This design comes from an exercise in tuning for small area, a short achievable clock period and few clock cycles on the open sky130 flow, not from production work. In this exercise RTL edits were held to simulation tests only and were not proved equivalent to the original. Power is estimated from default activity; no workload was simulated.

==> flow/design.v, too long to show whole: its modules and the start of the top module <==
// module pse_divider: 121 lines
// module pse_mul: 1461 lines
// module postfix_stack_evaluator: 385 lines
module postfix_stack_evaluator
(
   input  logic                     clock,
   input  logic                     reset,
   input  logic                     req_valid,
   output logic                     req_stall,
   input  logic [pse_pkg::FUNC_W-1:0]        req_func,
   input  logic [pse_pkg::OPND_W-1:0]        req_operand,
   input  logic                     req_last,
   output logic                     rsp_valid,
   input  logic                     rsp_stall,
   output logic signed [pse_pkg::DATA_W-1:0] rsp_value,
   output logic                     rsp_divide_by_zero,
   output logic                     rsp_underflow,
   output logic                     rsp_overflow
);
  // ...
==> flow/flow/run.sh <==
#!/bin/bash
set -euo pipefail
bash standard.sh SETUP_SLACK_MARGIN=6.0 finish > standard.log 2>&1
==> flow/standard.sh <==
#!/bin/bash
# synth_recipe.tcl (not shown) runs the flow's synth.tcl, then flattens the netlist and writes it again
# the make line also repeats each setting of config.mk as NAME=value (left out here)
make -C /OpenROAD-flow-scripts/flow DESIGN_CONFIG=/design/flow/config.mk WORK_HOME=/design/flow/orfs CLKGATE_MAP_FILE= SYNTH_SCRIPT=/design/flow/synth_recipe.tcl "${@:-finish}"
==> flow/config.mk <==
export PLATFORM = sky130hd
export DESIGN_NAME = postfix_stack_evaluator
export DESIGN_NICKNAME = postfix_stack_evaluator
export VERILOG_FILES = /design/flow/design.v
export SDC_FILE = /design/flow/constraint.sdc
export NUM_CORES = 4
export LEC_CHECK = 0
export ABC_CLOCK_PERIOD_IN_PS = 3000
export CAP_MARGIN = 20
export CORE_MARGIN = 2
export CORE_UTILIZATION = 55
export CTS_CLUSTER_DIAMETER = 100
export CTS_CLUSTER_SIZE = 20
export SETUP_SLACK_MARGIN = 5
export SLEW_MARGIN = 20
export TNS_END_PERCENT = 100
==> flow/constraint.sdc <==
create_clock -name core_clock -period 10.0 [get_ports {clock}]
set_input_delay 2.0000 -clock core_clock [delete_from_list [all_inputs] [get_ports {clock}]]
set_output_delay 2.0000 -clock core_clock [all_outputs]
set_load 0.01 [all_outputs]
==> flow_metrics.env, run 1 <==
export IMPL_outcome="finished clean"
export IMPL_min_from="ring_ff[378]"
export IMPL_syn_area_per_cell_sq_um=11.5
export IMPL_cp_depth=14
export IMPL_nWellTaps=3348
export IMPL_max_slew_worst_pin_slew_ns=1.25
export IMPL_synth_compound_area_share_pct=12.3
export IMPL_cts_tree="built"
export IMPL_synth_warnings=5
export IMPL_finalSetupTns_ns=0
export IMPL_path_cells="fa_1 > fa_1 > ha_4 > a211o_1 > o211ai_1 > o31ai_4 > o311a_4 > o21ai_4 > o21ai_4 > a221oi_2 > buf_4 > mux2i_4 > a31oi_4 > a21o_1"
export IMPL_crit_arrival_ns=5.04
export IMPL_min_path_type="register to register"
export IMPL_synthCells=12147
export IMPL_grt_overflow_total=0
export IMPL_dp_cells=14997
export IMPL_die_y_um=507
export IMPL_via_per_inst=5.81
export IMPL_reg2reg_slack_ns=5.63
export IMPL_powerSeq_w=0.0194
export IMPL_cp_start_kind="register"
export IMPL_dpl_cell_area_sq_mm=0.143
export IMPL_grt_busiest_layer="met2"
export IMPL_min_period_ns=4.37
export IMPL_setup_ws_ns=5.63
export IMPL_dr_pass1_iters=9
export IMPL_die_x_um=507
export IMPL_critPathMaxFanout=3
export IMPL_largestClassByArea="sequential cells"
export IMPL_post_route_period_util_pct=43.7
export IMPL_p_clk_w=0.0110
export IMPL_finalPower_w=0.0413
export IMPL_drive_gt1_share_pct=9.92
Testbench counts, summed over its fixed seeds: cycles 16,170.
==> module postfix_stack_evaluator, before the edit <==
module postfix_stack_evaluator
(
   input  logic                     clock,
   input  logic                     reset,
   input  logic                     req_valid,
   output logic                     req_stall,
   input  logic [pse_pkg::FUNC_W-1:0]        req_func,
   input  logic [pse_pkg::OPND_W-1:0]        req_operand,
   input  logic                     req_last,
   output logic                     rsp_valid,
   input  logic                     rsp_stall,
   output logic signed [pse_pkg::DATA_W-1:0] rsp_value,
   output logic                     rsp_divide_by_zero,
   output logic                     rsp_underflow,
   output logic                     rsp_overflow
);
   localparam int K    = pse_pkg::CACHE_N;
   localparam int R    = pse_pkg::RING_N;
   localparam int PW   = pse_pkg::PHASE_W;
   localparam int CW   = pse_pkg::CNT_W;
   localparam int PMAX = 3;                
   localparam int MULS = pse_pkg::MUL_REGS;  
   logic        tr_v, go_ff, stall_ff;
   logic [2:0]  tr_f;
   logic [30:0] tr_o;
   logic        tr_l;
   logic [1:0]  ps_ff, ps_in;             
   logic [CW-1:0] cnt_ff, cnt_in;
   logic          ge1_ff, ge2_ff, ge3_ff;  
   logic          gkm1_ff, gk_ff, gkp1_ff, gkp2_ff, c127_ff;
   logic [31:0]   t_ff [K];
   logic [R*32-1:0] ring_ff;
   logic [PW-1:0] phase_ff, phase_in;
   logic          div0_ff, under_ff, over_ff;
   logic [MULS-1:0] mul_ff;                
   logic        mul_done;
   logic [31:0] product;
   logic        div_start, div_busy, div_done, div_zdone, long_end;
   logic [31:0] quotient;
   logic        pend_v_ff, pend_v_in, pend_res_ff, pend_res_in;
   logic [1:0]  pend_pos_ff, pend_pos_in;
   logic [2:0]  pres_fl_ff;
   logic        rsp_v_ff, q_v_ff;
   logic [31:0] rsp_val_ff, q_val_ff;
   logic [2:0]  rsp_fl_ff, q_fl_ff;
   logic [31:0] a_op, b_op, alu;
   logic        b_zero;
   logic        is_opnd, is_add, is_sub, is_mul, is_div, is_bin, is_pop2, is_long;
   assign is_opnd = (tr_f == pse_pkg::FUNC_OPERAND);
   assign is_add  = (tr_f == pse_pkg::FUNC_ADD);
   assign is_sub  = (tr_f == pse_pkg::FUNC_SUB);
   assign is_mul  = (tr_f == pse_pkg::FUNC_MUL);
   assign is_div  = (tr_f == pse_pkg::FUNC_DIV);
   assign is_bin  = is_add || is_sub || is_mul || is_div;
   assign is_pop2 = tr_f[2] && (tr_f[1:0] != 2'b00);
   assign is_long = is_mul || is_div;
   assign b_op   = t_ff[0];
   assign a_op   = t_ff[1];
   assign b_zero = (b_op == 32'd0);
   logic [31:0] am, bm;
   logic        q0_fast;
   assign am = a_op ^ {32{a_op[31]}};
   assign bm = b_op ^ {32{b_op[31]}};
   always_comb begin
      q0_fast = 1'b0;
      for (int k = 2; k < 32; k += 2) begin
         if (((am >> (a_op[31] ? (k - 1) : k)) == 32'd0) && ((bm >> k) != 32'd0)) q0_fast = 1'b1;
      end
   end
   assign alu    = is_div ? 32'd0 : (a_op + (b_op ^ {32{is_sub}}) + 32'(is_sub));
   pse_mul u_mul (
      .clock (clock),
      .a     (a_op),
      .b     (b_op),
      .p     (product)
   );
   pse_divider u_divider (
      .clock    (clock),
      .reset    (reset),
      .start    (div_start),
      .a        (a_op),
      .b        (b_op),
      .busy     (div_busy),
      .done     (div_done),
      .zdone    (div_zdone),
      .quotient (quotient)
   );
   logic full, spill_zone, fill_zone;
   logic retire, do_push, do_spill, do_bin, do_pop1, do_over, do_wb, long_start;
   logic produce, clear, tok_produce;
   logic [31:0] res_val, wb_val;
   logic [2:0]  res_fl;
   logic ev_div0, ev_under, ev_over;
   assign full       = cnt_ff[CW-1];                        
   assign spill_zone = !full && gk_ff;
   assign fill_zone  = gkp1_ff;
   assign mul_done = mul_ff[MULS-1];
   assign wb_val   = mul_done ? product : quotient;
   assign do_wb    = mul_done || div_done;
   assign long_end = do_wb || div_zdone;
   always_comb begin
      retire      = 1'b0;
      do_push     = 1'b0;
      do_spill    = 1'b0;
      do_bin      = 1'b0;
      do_pop1     = 1'b0;
      do_over     = 1'b0;
      tok_produce = 1'b0;
      clear       = 1'b0;
      div_start   = 1'b0;
      long_start  = 1'b0;
      ev_div0     = 1'b0;
      ev_under    = 1'b0;
      ev_over     = 1'b0;
      ps_in       = ps_ff;
      res_val     = alu;
      if (go_ff) begin
         if (is_opnd) begin
            if (tr_l) begin
               retire      = 1'b1;
               tok_produce = 1'b1;
               clear       = 1'b1;
               ev_over     = full;
               res_val     = full ? t_ff[0] : {1'b0, tr_o};
            end else if (full) begin
               retire  = 1'b1;
               do_over = 1'b1;
               ev_over = 1'b1;
            end else begin
               retire   = 1'b1;
               do_push  = 1'b1;
               do_spill = spill_zone;
            end
         end else if (is_bin) begin
            retire     = 1'b1;
            do_bin     = 1'b1;
            ev_under   = !ge2_ff;
            ev_div0    = is_div && b_zero;
            div_start  = is_div && !b_zero && !q0_fast;
            long_start = is_mul || div_start;
            if (tr_l) begin
               tok_produce = !long_start;
               clear       = 1'b1;
            end
         end else begin
            if (ps_ff == 2'd2) begin
               retire      = 1'b1;
               tok_produce = 1'b1;
               clear       = 1'b1;
               ps_in       = 2'd0;
               ev_under    = !ge1_ff;
               res_val     = t_ff[0];
            end else begin
               do_pop1  = 1'b1;
               ev_under = !ge1_ff;
               if (ps_ff == 2'd0) begin
                  ps_in = 2'd1;
               end else if (tr_l) begin
                  ps_in = 2'd2;
               end else begin
                  ps_in  = 2'd0;
                  retire = 1'b1;
               end
            end
         end
      end
      if (long_end && pend_res_ff) begin
         res_val = div_zdone ? 32'd0 : wb_val;
      end
   end
   assign produce = tok_produce || (long_end && pend_res_ff);
   assign res_fl  = (long_end && pend_res_ff) ? pres_fl_ff
                  : {div0_ff || ev_div0, under_ff || ev_under, over_ff || ev_over};
   always_comb begin
      pend_v_in   = pend_v_ff && !long_end;
      pend_res_in = pend_res_ff && !long_end;
      pend_pos_in = pend_pos_ff;
      if (do_push) begin
         pend_pos_in = pend_pos_ff + 2'd1;
      end else if (do_bin) begin
         pend_pos_in = pend_pos_ff - 2'd1;
      end
      if (long_start) begin
         pend_v_in   = !tr_l;
         pend_res_in = tr_l;
         pend_pos_in = 2'd0;
      end
   end
   always_comb begin
      cnt_in = cnt_ff;
      if (clear) begin
         cnt_in = '0;
      end else if (do_push) begin
         cnt_in = cnt_ff + CW'(1);
      end else if (do_bin) begin
         cnt_in = ge2_ff ? (cnt_ff - CW'(1)) : CW'(1);
      end else if (do_pop1) begin
         cnt_in = ge1_ff ? (cnt_ff - CW'(1)) : CW'(0);
      end
   end
   assign phase_in = (phase_ff == PW'(R - 1)) ? '0 : phase_ff + PW'(1);
   logic accept, held_next, free_next, q_v_in, rsp_free;
   logic can_next, retires_next;
   logic full_n, spill_zone_n, fill_zone_n, spill_ok_n, fill_ok_n;
   logic [2:0] nf;
   logic       nl, nv;
   logic [1:0] nps;
   assign accept    = req_valid && !stall_ff;
   assign held_next = tr_v && !retire;
   assign nv        = held_next || accept;
   assign nf        = held_next ? tr_f : req_func;
   assign nl        = held_next ? tr_l : req_last;
   assign nps       = held_next ? ps_in : 2'd0;
   assign rsp_free  = !rsp_v_ff || !rsp_stall;
   assign q_v_in    = rsp_free ? 1'b0 : (q_v_ff || produce);
   assign free_next = !pend_v_in && !pend_res_in;
   logic exec, stay;
   assign exec = clear || do_push || do_bin || do_pop1;
   assign stay = !exec;
   always_comb begin
      if (clear) begin
         full_n = 1'b0; spill_zone_n = 1'b0; fill_zone_n = 1'b0;
      end else if (do_push) begin
         full_n = c127_ff; spill_zone_n = gkm1_ff && !c127_ff; fill_zone_n = gk_ff;
      end else if (do_bin || do_pop1) begin
         full_n = 1'b0; spill_zone_n = gkp1_ff; fill_zone_n = gkp2_ff;
      end else begin
         full_n = full; spill_zone_n = spill_zone; fill_zone_n = fill_zone;
      end
   end
   assign spill_ok_n = stay && (phase_in == PW'(cnt_ff - CW'(K)));
   assign fill_ok_n  = stay && (phase_in == PW'(cnt_ff - CW'(K + 1)));
   always_comb begin
      retires_next = 1'b1;
      if (nl && (nf == pse_pkg::FUNC_OPERAND || !nf[2] || nf == pse_pkg::FUNC_DIV)) begin
         can_next = free_next && !q_v_in;
      end else if (nf == pse_pkg::FUNC_OPERAND) begin
         can_next = full_n || ((!pend_v_in || (pend_pos_in != 2'(PMAX))) &&
                               (!spill_zone_n || spill_ok_n));
      end else if (nf == pse_pkg::FUNC_ADD || nf == pse_pkg::FUNC_SUB) begin
         can_next = (!pend_v_in || pend_pos_in[1]) && (!fill_zone_n || fill_ok_n);
      end else if (nf == pse_pkg::FUNC_MUL || nf == pse_pkg::FUNC_DIV) begin
         can_next = free_next && (!fill_zone_n || fill_ok_n);
      end else begin
         retires_next = (nps == 2'd2) || ((nps == 2'd1) && !nl);
         if (nps == 2'd2) begin
            can_next = free_next && !q_v_in;
         end else begin
            can_next = free_next && (nl || !fill_zone_n || fill_ok_n);
         end
      end
   end
   always_ff @(posedge clock) begin
      if (reset) begin
         tr_v     <= 1'b0;
         go_ff    <= 1'b0;
         stall_ff <= 1'b0;
         ps_ff    <= 2'd0;
      end else begin
         tr_v     <= nv;
         go_ff    <= nv && can_next;
         stall_ff <= nv && !(can_next && retires_next);
         ps_ff    <= ps_in;
      end
      if (!stall_ff) begin
         tr_f <= req_func;
         tr_o <= req_operand;
         tr_l <= req_last;
      end
   end
   logic [31:0] ring_in;
   logic        t01_zero, t1_low;
   assign ring_in  = do_spill ? t_ff[K-1] : ring_ff[31:0];
   assign t01_zero = reset || clear;
   assign t1_low   = !ge3_ff;                
   logic [31:0] t_next [K];
   always_comb begin
      for (int i = 0; i < 2; i++) begin
         t_next[i] = 32'd0;
      end
      for (int i = 2; i < K; i++) begin
         logic sw, sd, su, sh;
         sw = (i <= PMAX) && do_wb && pend_v_ff && (pend_pos_in == 2'(i));
         sd = do_push && !sw;
         su = (do_bin || do_pop1) && !sw;
         sh = !(do_push || do_bin || do_pop1 || sw);
         t_next[i] = ({32{sh}} & t_ff[i]) | ({32{sd}} & t_ff[i-1]) |
                     ({32{su}} & ((i == K - 1) ? ring_ff[31:0] : t_ff[(i + 1) % K])) |
                     ({32{sw}} & wb_val);
      end
   end
   always_ff @(posedge clock) begin
      if (reset) begin
         cnt_ff   <= '0;
         ge1_ff   <= 1'b0;
         ge2_ff   <= 1'b0;
         ge3_ff   <= 1'b0;
         gkm1_ff  <= 1'b0;
         gk_ff    <= 1'b0;
         gkp1_ff  <= 1'b0;
         gkp2_ff  <= 1'b0;
         c127_ff  <= 1'b0;
         div0_ff  <= 1'b0;
         under_ff <= 1'b0;
         over_ff  <= 1'b0;
         phase_ff <= '0;
      end else begin
         cnt_ff   <= cnt_in;
         ge1_ff   <= (cnt_in != '0);
         ge2_ff   <= (cnt_in > CW'(1));
         ge3_ff   <= (cnt_in > CW'(2));
         gkm1_ff  <= (cnt_in >= CW'(K - 1));
         gk_ff    <= (cnt_in >= CW'(K));
         gkp1_ff  <= (cnt_in >= CW'(K + 1));
         gkp2_ff  <= (cnt_in >= CW'(K + 2));
         c127_ff  <= (cnt_in == CW'(127));
         div0_ff  <= !clear && (div0_ff || ev_div0);
         under_ff <= !clear && (under_ff || ev_under);
         over_ff  <= !clear && (over_ff || ev_over);
         phase_ff <= phase_in;
      end
      ring_ff <= {ring_in, ring_ff[R*32-1:32]};
      if (t01_zero) begin
         t_ff[0] <= 32'd0;
      end else if (do_wb && pend_v_ff && (pend_pos_in == 2'd0)) begin
         t_ff[0] <= wb_val;
      end else if (do_push) begin
         t_ff[0] <= {1'b0, tr_o};
      end else if (do_bin) begin
         t_ff[0] <= alu;
      end else if (do_pop1) begin
         t_ff[0] <= t_ff[1];
      end
      if (t01_zero) begin
         t_ff[1] <= 32'd0;
      end else if (do_wb && pend_v_ff && (pend_pos_in == 2'd1)) begin
         t_ff[1] <= wb_val;
      end else if (do_push) begin
         t_ff[1] <= t_ff[0];
      end else if (do_bin || do_pop1) begin
         t_ff[1] <= t1_low ? 32'd0 : t_ff[2];
      end
      for (int i = 2; i < K; i++) begin
         t_ff[i] <= t_next[i];
      end
   end
   always_ff @(posedge clock) begin
      if (reset) begin
         mul_ff      <= '0;
         pend_v_ff   <= 1'b0;
         pend_res_ff <= 1'b0;
      end else begin
         mul_ff      <= MULS'({mul_ff, long_start && is_mul});
         pend_v_ff   <= pend_v_in;
         pend_res_ff <= pend_res_in;
      end
      pend_pos_ff <= pend_pos_in;
      if (long_start) begin
         pres_fl_ff <= res_fl;
      end
   end
   always_ff @(posedge clock) begin
      if (reset) begin
         rsp_v_ff <= 1'b0;
         q_v_ff   <= 1'b0;
      end else begin
         rsp_v_ff <= rsp_free ? (q_v_ff || produce) : 1'b1;
         q_v_ff   <= q_v_in;
      end
      if (rsp_free) begin
         rsp_val_ff <= q_v_ff ? q_val_ff : res_val;
         rsp_fl_ff  <= q_v_ff ? q_fl_ff : res_fl;
      end
      if (!q_v_ff) begin
         q_val_ff <= res_val;
         q_fl_ff  <= res_fl;
      end
   end
   assign req_stall          = stall_ff;
   assign rsp_valid          = rsp_v_ff;
   assign rsp_value          = rsp_val_ff;
   assign rsp_divide_by_zero = rsp_fl_ff[2];
   assign rsp_underflow      = rsp_fl_ff[1];
   assign rsp_overflow       = rsp_fl_ff[0];
endmodule
==> run 2, diff against run 1 <==
--- a/flow/design.v
+++ b/flow/design.v
@@ -1619,6 +1619,7 @@
    localparam int PMAX = 3;                
    localparam int MULS = pse_pkg::MUL_REGS;  
    logic        tr_v, go_ff, stall_ff;
+   logic        push_ff, bin_ff, pop1_ff;
    logic [2:0]  tr_f;
    logic [30:0] tr_o;
    logic        tr_l;
@@ -1686,22 +1687,18 @@
    logic full, spill_zone, fill_zone;
    logic retire, do_push, do_spill, do_bin, do_pop1, do_over, do_wb, long_start;
    logic produce, clear, tok_produce;
-   logic [31:0] res_val, wb_val;
+   logic [31:0] res_val;
    logic [2:0]  res_fl;
    logic ev_div0, ev_under, ev_over;
    assign full       = cnt_ff[CW-1];                        
    assign spill_zone = !full && gk_ff;
    assign fill_zone  = gkp1_ff;
    assign mul_done = mul_ff[MULS-1];
-   assign wb_val   = mul_done ? product : quotient;
    assign do_wb    = mul_done || div_done;
    assign long_end = do_wb || div_zdone;
    always_comb begin
       retire      = 1'b0;
-      do_push     = 1'b0;
       do_spill    = 1'b0;
-      do_bin      = 1'b0;
-      do_pop1     = 1'b0;
       do_over     = 1'b0;
       tok_produce = 1'b0;
       clear       = 1'b0;
@@ -1726,12 +1723,10 @@
                ev_over = 1'b1;
             end else begin
                retire   = 1'b1;
-               do_push  = 1'b1;
                do_spill = spill_zone;
             end
          end else if (is_bin) begin
             retire     = 1'b1;
-            do_bin     = 1'b1;
             ev_under   = !ge2_ff;
             ev_div0    = is_div && b_zero;
             div_start  = is_div && !b_zero && !q0_fast;
@@ -1749,7 +1744,6 @@
                ev_under    = !ge1_ff;
                res_val     = t_ff[0];
             end else begin
-               do_pop1  = 1'b1;
                ev_under = !ge1_ff;
                if (ps_ff == 2'd0) begin
                   ps_in = 2'd1;
@@ -1763,7 +1757,7 @@
          end
       end
       if (long_end && pend_res_ff) begin
-         res_val = div_zdone ? 32'd0 : wb_val;
+         res_val = mul_done ? product : (div_zdone ? 32'd0 : quotient);
       end
    end
    assign produce = tok_produce || (long_end && pend_res_ff);
@@ -1813,6 +1807,9 @@
    assign q_v_in    = rsp_free ? 1'b0 : (q_v_ff || produce);
    assign free_next = !pend_v_in && !pend_res_in;
    logic exec, stay;
+   assign do_push = push_ff;
+   assign do_bin  = bin_ff;
+   assign do_pop1 = pop1_ff;
    assign exec = clear || do_push || do_bin || do_pop1;
    assign stay = !exec;
    always_comb begin
@@ -1852,11 +1849,18 @@
       if (reset) begin
          tr_v     <= 1'b0;
          go_ff    <= 1'b0;
+         push_ff  <= 1'b0;
+         bin_ff   <= 1'b0;
+         pop1_ff  <= 1'b0;
          stall_ff <= 1'b0;
          ps_ff    <= 2'd0;
       end else begin
          tr_v     <= nv;
          go_ff    <= nv && can_next;
+         push_ff  <= nv && can_next && (nf == pse_pkg::FUNC_OPERAND) && !nl && !full_n;
+         bin_ff   <= nv && can_next && (nf != pse_pkg::FUNC_OPERAND) &&
+                     (!nf[2] || (nf == pse_pkg::FUNC_DIV));
+         pop1_ff  <= nv && can_next && nf[2] && (nf[1:0] != 2'b00) && (nps != 2'd2);
          stall_ff <= nv && !(can_next && retires_next);
          ps_ff    <= ps_in;
       end
@@ -1878,13 +1882,13 @@
       end
       for (int i = 2; i < K; i++) begin
          logic sw, sd, su, sh;
-         sw = (i <= PMAX) && do_wb && pend_v_ff && (pend_pos_in == 2'(i));
+         sw = (i <= PMAX) && div_done && pend_v_ff && (pend_pos_in == 2'(i));
          sd = do_push && !sw;
          su = (do_bin || do_pop1) && !sw;
          sh = !(do_push || do_bin || do_pop1 || sw);
          t_next[i] = ({32{sh}} & t_ff[i]) | ({32{sd}} & t_ff[i-1]) |
                      ({32{su}} & ((i == K - 1) ? ring_ff[31:0] : t_ff[(i + 1) % K])) |
-                     ({32{sw}} & wb_val);
+                     ({32{sw}} & quotient);
       end
    end
    always_ff @(posedge clock) begin
@@ -1920,8 +1924,10 @@
       ring_ff <= {ring_in, ring_ff[R*32-1:32]};
       if (t01_zero) begin
          t_ff[0] <= 32'd0;
-      end else if (do_wb && pend_v_ff && (pend_pos_in == 2'd0)) begin
-         t_ff[0] <= wb_val;
+      end else if (mul_done && pend_v_ff && (pend_pos_in == 2'd0)) begin
+         t_ff[0] <= product;
+      end else if (div_done && pend_v_ff && (pend_pos_in == 2'd0)) begin
+         t_ff[0] <= quotient;
       end else if (do_push) begin
          t_ff[0] <= {1'b0, tr_o};
       end else if (do_bin) begin
@@ -1931,8 +1937,10 @@
       end
       if (t01_zero) begin
          t_ff[1] <= 32'd0;
-      end else if (do_wb && pend_v_ff && (pend_pos_in == 2'd1)) begin
-         t_ff[1] <= wb_val;
+      end else if (mul_done && pend_v_ff && (pend_pos_in == 2'd1)) begin
+         t_ff[1] <= product;
+      end else if (div_done && pend_v_ff && (pend_pos_in == 2'd1)) begin
+         t_ff[1] <= quotient;
       end else if (do_push) begin
          t_ff[1] <= t_ff[0];
       end else if (do_bin || do_pop1) begin
==> flow_metrics.env, run 2 <==
export IMPL_crit_type="register to register"
export IMPL_timing_fmax_ghz=0.224
export IMPL_setup_ws_ns=5.53
export IMPL_report_final_slew_viol_count=0
export IMPL_design_area_sq_mm=0.158
export IMPL_top_register="ring_ff"
export IMPL_synth_cell_types=101
export IMPL_synth_area_leaders="dfxtp_1, edfxtp_1, a21oi_1"
export IMPL_synth_warnings=5
export IMPL_synthCells=11925
export IMPL_row_count=184
export IMPL_dr_pass1_iters=8
export IMPL_synthArstFlopShare_pct=0
export IMPL_die_x_um=508
export IMPL_antenna_found_initial=14
export IMPL_dpl_cell_area_sq_mm=0.143
export IMPL_critPathMaxFanout=54
export IMPL_final_cell_mix="dfxtp_1, a21oi_1, o21ai_0, nand2_1, nor2_1"
export IMPL_htreeDepth=5
export IMPL_cp_start_kind="register"
export IMPL_yosysTopAreaCell="dfxtp_1"
export IMPL_yosys_register_bits=4514
export IMPL_synth_most_common_cell="dfxtp_1"
export IMPL_grt_overflow_total=0
export IMPL_cts_root_buf="clkbuf_16"
export IMPL_via_per_inst=5.92
export IMPL_ys_seq_area_share_pct=66.1
export IMPL_crit_arrival_ns=5.26
export IMPL_max_stage_delay_ns=0.80
export IMPL_ys_flop_type="dfxtp_1"
export IMPL_area_growth_pct=13.2
export IMPL_synthTopCellsByCount="dfxtp_1, a21oi_1, o21ai_0"
export IMPL_crit_slowest_cell="a21oi_1"
export IMPL_maxCapViolations=0
export IMPL_wl_mm=389
export IMPL_grt_max_degree=224
export IMPL_use_met3_pct=6.67
export IMPL_finalSetupViolCount=0
export IMPL_grt_setup_unrepaired="yes"
export IMPL_tritoncts_num_buffers=285
export IMPL_via_count=91244
export IMPL_io_pins=76
export IMPL_crit_buf_inv=1
export IMPL_outcome="finished clean"
export IMPL_path_cells="buf_4 > a21oi_1 > a21oi_1 > fa_1 > fa_1 > fa_1 > fa_1"
export IMPL_grt_busiest_layer="met1"
export IMPL_grtUsageMet1_pct=41.0
export IMPL_min_path_type="register to register"
export IMPL_n_fill_cell=19483
export IMPL_hold_viol=0
export IMPL_cp_required_ns=10.79
export IMPL_clk_latency_ns=0.97
export IMPL_coreArea_sq_mm=0.252
export IMPL_reg_top3="ring_ff x3808, t_ff x288, u_divider.b3_ff x34"
export IMPL_grt_pass1_wl_mm=554
export IMPL_finalSetupTns_ns=0
export IMPL_synth_area_sq_mm=0.140
export IMPL_syn_area_per_cell_sq_um=11.7
export IMPL_drt_initial_drc_count=10924
export IMPL_max_slew_worst_pin_slew_ns=1.35
export IMPL_skew_ns=0.0908
export IMPL_clkTransAtPathRegs_ns=0.09
export IMPL_crit_top_cell="fa_1"
export IMPL_power_per_cell_area_mw_per_mm2=291
export IMPL_final_common_cell="dfxtp_1"
export IMPL_drive_gt1_share_pct=11.6
export IMPL_fin_worst_hold_slack_ns=0.249
export IMPL_post_route_period_util_pct=44.7
export IMPL_crit_family="adder cells"
export IMPL_place_congestion=1.01
export IMPL_grt_pass1_vias=85160
export IMPL_synth_top_area_share_pct=62.0
export IMPL_min_period_ns=4.47
export IMPL_p_leak_nw=62.3
export IMPL_start_util_pct=55.4
export IMPL_nets=12531
export IMPL_synth_edff_count=188
export IMPL_synth_fp_nets=12472
export IMPL_pre_cts_ws_ns=3.80
export IMPL_max_slew_margin_pct=9.96
export IMPL_largest_reg_flops=3808
export IMPL_grt_total_usage_pct=28.5
export IMPL_die_y_um=508
export IMPL_irDropWorstVdd_mv=0.196
export IMPL_cts_tree="built"
export IMPL_drc=0
export IMPL_ant_nets=0
export IMPL_avgRoutedWirePerCell_um=25.3
export IMPL_dp_hpwl_mm=239
export IMPL_cts_sinks=4514
export IMPL_met2_usage_pct=40.4
export IMPL_design_die_area_sq_mm=0.258
export IMPL_clk_path_buf_depth=4
export IMPL_endpoint_kind="register"
export IMPL_numPortBuffers=75
export IMPL_finalPower_w=0.0460
==> run 2: cell count changes after synthesis, moves of 20 or more <==
cell,delta
nor2_1,-25
buf_2,-20
o21ai_0,+36
nand3_1,-43
o211ai_1,-60
nor4_1,-21
nand2_1,-383
a22oi_1,-194
nor3_1,-23
a21oi_1,+43
and3_1,+225
a31oi_1,-42
a221oi_1,+102
a221o_1,+158
==> run 2: path summary, 6_finish.rpt <==
path	startpoint	to	slack, ns	cells after the start
min	ring_ff[1973]	ring_ff[1941]	0.25	0
max reg2reg	t_ff[0][0]	u_mul.m1_30_0	5.53	7
max	t_ff[0][0]	u_mul.m1_30_0	5.53	7
min reg2reg	ring_ff[1973]	ring_ff[1941]	0.25	0
==> run 2: per-layer routing <==
layer  part of all wire [%]  wire length (um)
met1                     43            168000
met2                     40            156000
met3                     11             41200
met4                    6.1             23900
met5                  0.033               129
==> run 2: what timing repair did <==
item / 4_1_cts / 5_1_grt
resized for setup: 413 / 447
setup endpoints to repair: 535 / 257
setup buffers: 111 / 104
hold buffers: 0 / 0
gates cloned: 15 / 32
pin swaps: 74 / 172
==> run 2: cell type report <==
class / count / area [sq um] / share of cell area, %
diodes: 15 / 37.5 / 0.0237
clock buffers: 311 / 7370 / 4.66
clock inverters: 31 / 450 / 0.285
inverters: 309 / 1250 / 0.792
multi-input cells: 6345 / 46400 / 29.4
flip-flops and latches: 4514 / 92400 / 58.4
well taps: 3348 / 4190 / 2.65
repair buffers: 527 / 5950 / 3.76
repair inverters: 2 / 17.5 / 0.0111
==> run 2: logic make-up after synthesis <==
kind of cell | synth area share, %
AO/OA/AOI/OAI | 12.8
XOR/XNOR | 2.67
adder cells (fa/ha/maj) | 6.25
buffers and inverters | 3.01
flip-flops | 66.1
multiplexers | 1.28
AND/OR/NAND/NOR | 7.88
==> run 2: stage by stage <==
stage / util, % / std cells
2_1_floorplan: - / 11925
3_3_place_gp: 56.9 / 14782
3_5_place_dp: 56.9 / 14782
4_1_cts: 61.3 / 15250
5_1_grt: 62.7 / 15389
6_report: 62.8 / 15402
==> run 2: report_power, final <==
group / internal, W / switching (W) / leakage [nW]
Clock: 0.00538 / 0.00566 / 3.83
Combinational: 0.00551 / 0.00986 / 21.6
Sequential: 0.0188 / 0.000748 / 36.8
Total: 0.0297 / 0.0163 / 62.3
Testbench counts of run 2, summed over its fixed seeds: cycles 16,170.
==> run 3, diff against run 2 <==
--- a/flow/design.v
+++ b/flow/design.v
@@ -1875,22 +1875,6 @@
    assign ring_in  = do_spill ? t_ff[K-1] : ring_ff[31:0];
    assign t01_zero = reset || clear;
    assign t1_low   = !ge3_ff;                
-   logic [31:0] t_next [K];
-   always_comb begin
-      for (int i = 0; i < 2; i++) begin
-         t_next[i] = 32'd0;
-      end
-      for (int i = 2; i < K; i++) begin
-         logic sw, sd, su, sh;
-         sw = (i <= PMAX) && div_done && pend_v_ff && (pend_pos_in == 2'(i));
-         sd = do_push && !sw;
-         su = (do_bin || do_pop1) && !sw;
-         sh = !(do_push || do_bin || do_pop1 || sw);
-         t_next[i] = ({32{sh}} & t_ff[i]) | ({32{sd}} & t_ff[i-1]) |
-                     ({32{su}} & ((i == K - 1) ? ring_ff[31:0] : t_ff[(i + 1) % K])) |
-                     ({32{sw}} & quotient);
-      end
-   end
    always_ff @(posedge clock) begin
       if (reset) begin
          cnt_ff   <= '0;
@@ -1947,7 +1931,13 @@
          t_ff[1] <= t1_low ? 32'd0 : t_ff[2];
       end
       for (int i = 2; i < K; i++) begin
-         t_ff[i] <= t_next[i];
+         if (i <= PMAX && div_done && pend_v_ff && (pend_pos_in == 2'(i))) begin
+            t_ff[i] <= quotient;
+         end else if (do_push) begin
+            t_ff[i] <= t_ff[i-1];
+         end else if (do_bin || do_pop1) begin
+            t_ff[i] <= (i == K - 1) ? ring_ff[31:0] : t_ff[(i + 1) % K];
+         end
       end
    end
    always_ff @(posedge clock) begin
==> flow_metrics.env, run 3 <==
export IMPL_max_slew_worst_pin_slew_ns=1.26
export IMPL_endpoint_kind="register"
export IMPL_via_count=89818
export IMPL_grt_overflow_total=0
export IMPL_p_leak_nw=61.2
export IMPL_synth_fp_nets=12219
export IMPL_synth_warnings=4
export IMPL_final_cell_mix="dfxtp_1, a21oi_1, nand2_1"
export IMPL_cts_root_buf="clkbuf_16"
export IMPL_io_pins=76
export IMPL_cp_start_kind="register"
export IMPL_die_x_um=511
export IMPL_largest_reg_flops=3808
export IMPL_intPower_w=0.0302
export IMPL_ys_flop_type="dfxtp_1"
export IMPL_avgRoutedWirePerCell_um=25.4
export IMPL_coreArea_sq_mm=0.256
export IMPL_synth_cell_types=107
export IMPL_yosys_register_bits=4514
export IMPL_die_y_um=511
export IMPL_crit_type="register to register"
export IMPL_power_switching_w=0.0161
export IMPL_crit_arrival_ns=4.87
export IMPL_grt_pass1_wl_mm=560
export IMPL_ant_nets=0
export IMPL_place_congestion=0.966
export IMPL_p_clk_share_pct=23.8
export IMPL_reg2reg_to="rsp_val_ff[22]"
export IMPL_reg2reg_slack_ns=5.77
export IMPL_critPathMaxFanout=5
export IMPL_rr_worst_depth=13
export IMPL_timing_fmax_ghz=0.237
export IMPL_skew_ns=0.0840
export IMPL_synthArstFlopShare_pct=0
export IMPL_synthTopCellsByCount="dfxtp_1, a21oi_1, o21ai_0"
export IMPL_cts_sinks=4514
export IMPL_synth_most_common_cell="dfxtp_1"
export IMPL_antenna_found_initial=19
export IMPL_grt_max_degree=114
export IMPL_dp_hpwl_mm=243
export IMPL_drt_initial_drc_count=10194
export IMPL_clk_path_buf_depth=4
export IMPL_clk_latency_ns=0.99
export IMPL_wl_mm=389
export IMPL_synth_edff_count=412
export IMPL_start_util_pct=55.2
export IMPL_final_common_cell="dfxtp_1"
export IMPL_n_fill_cell=19691
export IMPL_drc=0
export IMPL_nets=12351
export IMPL_maxCapViolations=0
export IMPL_switching_share_pct=34.8
export IMPL_area_growth_pct=13.0
export IMPL_syn_area_per_cell_sq_um=12.1
export IMPL_synth_area_sq_mm=0.141
export IMPL_grt_total_usage_pct=28.6
export IMPL_min_path_type="register to register"
export IMPL_synth_top_area_share_pct=58.1
export IMPL_tritoncts_num_buffers=287
export IMPL_via_per_inst=5.88
export IMPL_power_frac_comb_pct=33.0
export IMPL_min_from="ring_ff[3153]"
export IMPL_max_slew_margin_pct=15.3
export IMPL_irDropWorstVdd_mv=0.201
export IMPL_cp_required_ns=10.65
export IMPL_synthCells=11672
export IMPL_min_path_cells=0
export IMPL_row_count=186
export IMPL_dpl_cell_area_sq_mm=0.145
export IMPL_min_period_ns=4.23
export IMPL_cts_tree="built"
export IMPL_hold_viol=0
export IMPL_cp_startpoint="u_mul.m1_20_2"
export IMPL_min_to="ring_ff[3121]"
export IMPL_htreeDepth=5
export IMPL_design_area_sq_mm=0.160
export IMPL_dr_pass1_iters=10
export IMPL_numPortBuffers=75
export IMPL_grt_pass1_vias=84696
export IMPL_top_register="ring_ff"
export IMPL_synth_area_leaders="dfxtp_1, edfxtp_1, ha_1"
export IMPL_fin_util_pct=62.3
export IMPL_clkTransAtPathRegs_ns=0.09
export IMPL_design_die_area_sq_mm=0.261
export IMPL_reg_top3="ring_ff x3808, t_ff x288, u_divider.b3_ff x34"
export IMPL_post_route_period_util_pct=42.3
export IMPL_outcome="finished clean"
export IMPL_ys_seq_area_share_pct=66.9
export IMPL_grt_setup_unrepaired="yes"
export IMPL_finalSetupTns_ns=0
export IMPL_report_final_slew_viol_count=0
export IMPL_seqPwrFrac_pct=43.2
export IMPL_yosysTopAreaCell="dfxtp_1"
export IMPL_finalSetupViolCount=0
export IMPL_finalPower_w=0.0464
export IMPL_power_per_cell_area_mw_per_mm2=290
export IMPL_regToRegStartpoint="u_mul.m1_20_2"
export IMPL_drive_gt1_share_pct=13.0
## run 3: cell type report
class	instances	area, sq um	share of cell area, %
Sequential cell	4514	94600	59.2
Timing Repair Buffer	544	5950	3.73
Tap cell	3384	4230	2.65
Clock buffer	326	7530	4.71
Clock inverter	31	379	0.237
Multi-Input combinational cell	6152	45700	28.6
Inverter	304	1230	0.769
Antenna cell	17	42.5	0.0266
Timing Repair inverter	1	8.76	0.00548
## run 3: how the worst max path moves through the flow
stage,end,slack [ns],cells after the start
after global placement,t_ff[3][21],3.23,12
final,rsp_val_ff[22],5.77,13
after global routing,rsp_val_ff[31],5.73,17
after CTS,rsp_val_ff[24],5.74,17
after floorplan,t_ff[3][0],6.00,18
after detailed placement,t_ff[3][24],3.05,13
## run 3: cell families (layout without fill, tap and decap cells)
family / Yosys count / in the layout / synth area share [%]
DFF: 4514 / 4514 / 66.9
AOI/OAI and AO/OA: 2594 / 2595 / 11.5
and+or+nand+nor: 2119 / 2129 / 6.94
buffers and inverters: 1017 / 1206 / 2.79
adders and majority gates: 606 / 606 / 6.23
xor gates and xnor gates: 412 / 412 / 2.56
muxes: 410 / 410 / 3.11
other: 0 / 17 / 0
## run 3: worst max-delay path, cell delays in order, from the launching register on
cell      delay, ns
dfxtp_1        0.33
fa_1           0.51
fa_1           0.51
ha_1           0.41
nand4_1        0.45
a211oi_4       0.50
or2_4          0.23
buf_6          0.09
a21oi_2        0.04
xor2_1         0.20
buf_6          0.20
nor2_4         0.05
a211oi_4       0.27
o31ai_2        0.11
## run 3: power by group through the flow
stage | Sequential (W) | Clock, W | Combinational (W)
after CTS | 0.0200 | 0.0114 | 0.0138
after floorplan | 0.0199 | 0 | 0.00798
after global placement | 0.0205 | 0 | 0.0123
after global routing | 0.0201 | 0.0120 | 0.0160
final | 0.0200 | 0.0111 | 0.0153
after detailed placement | 0.0205 | 0 | 0.0124
## run 3: metrics by stage
stage / worst slack (ns) / instances / hold WS (ns)
floorplan: 6.00 / 11672 / 0.310
global placement: 3.23 / 14628 / 0.309
detailed placement: 3.05 / 14628 / 0.312
CTS: 5.74 / 15141 / 0.246
global route: 5.73 / 15257 / 0.248
finish: 5.77 / 15273 / 0.256
## run 3: timing repair
action                                  in CTS  in global routing
gates cloned                                17                 20
pin swaps                                  106                128
gates resized for setup                    452                337
endpoints found under the setup margin     569                463
buffers inserted                           139                 94
hold buffers                                 0                  0
## run 3: layer usage
metal / track usage, % / part of all wire, %
met1: 39.6 / 43
met2: 40.3 / 40
met3: 7.77 / 9.9
met4: 16.2 / 6.7
met5: 0 / 0.043
Testbench counts of run 3, summed over its fixed seeds: cycles 16,170.

[re-timing with driven ports]
In the flow no input, the clock included, has a driving cell. The finished layouts below were timed again as built, in two steps. Step 1, drivers: a clkbuf_16 drives clock and a buf_2 each remaining input, both assumed. Step 2 moves the port delays by t, midway between the first and last clock arrival at a register: inputs arrive t later, outputs are due t later. That takes back most of the time a late clock gives input paths. Three values: ideal ports, drivers, drivers and shift; two values: the first two.
run	shift t [ns]	setup slack, ns	slew at the worst register clock pin (ns)
run 1	1.002	5.629 / 5.629 / 5.131	0.10 / 0.10
run 2	1.034	5.535 / 5.535 / 5.207	0.09 / 0.09
run 3	1.038	5.774 / 5.774 / 5.318	0.10 / 0.10
After both steps setup and hold are still met in every run listed. For run 1, which loses most, drivers alone change the setup slack by 0.000 ns; drivers and shift together by -0.498 ns.
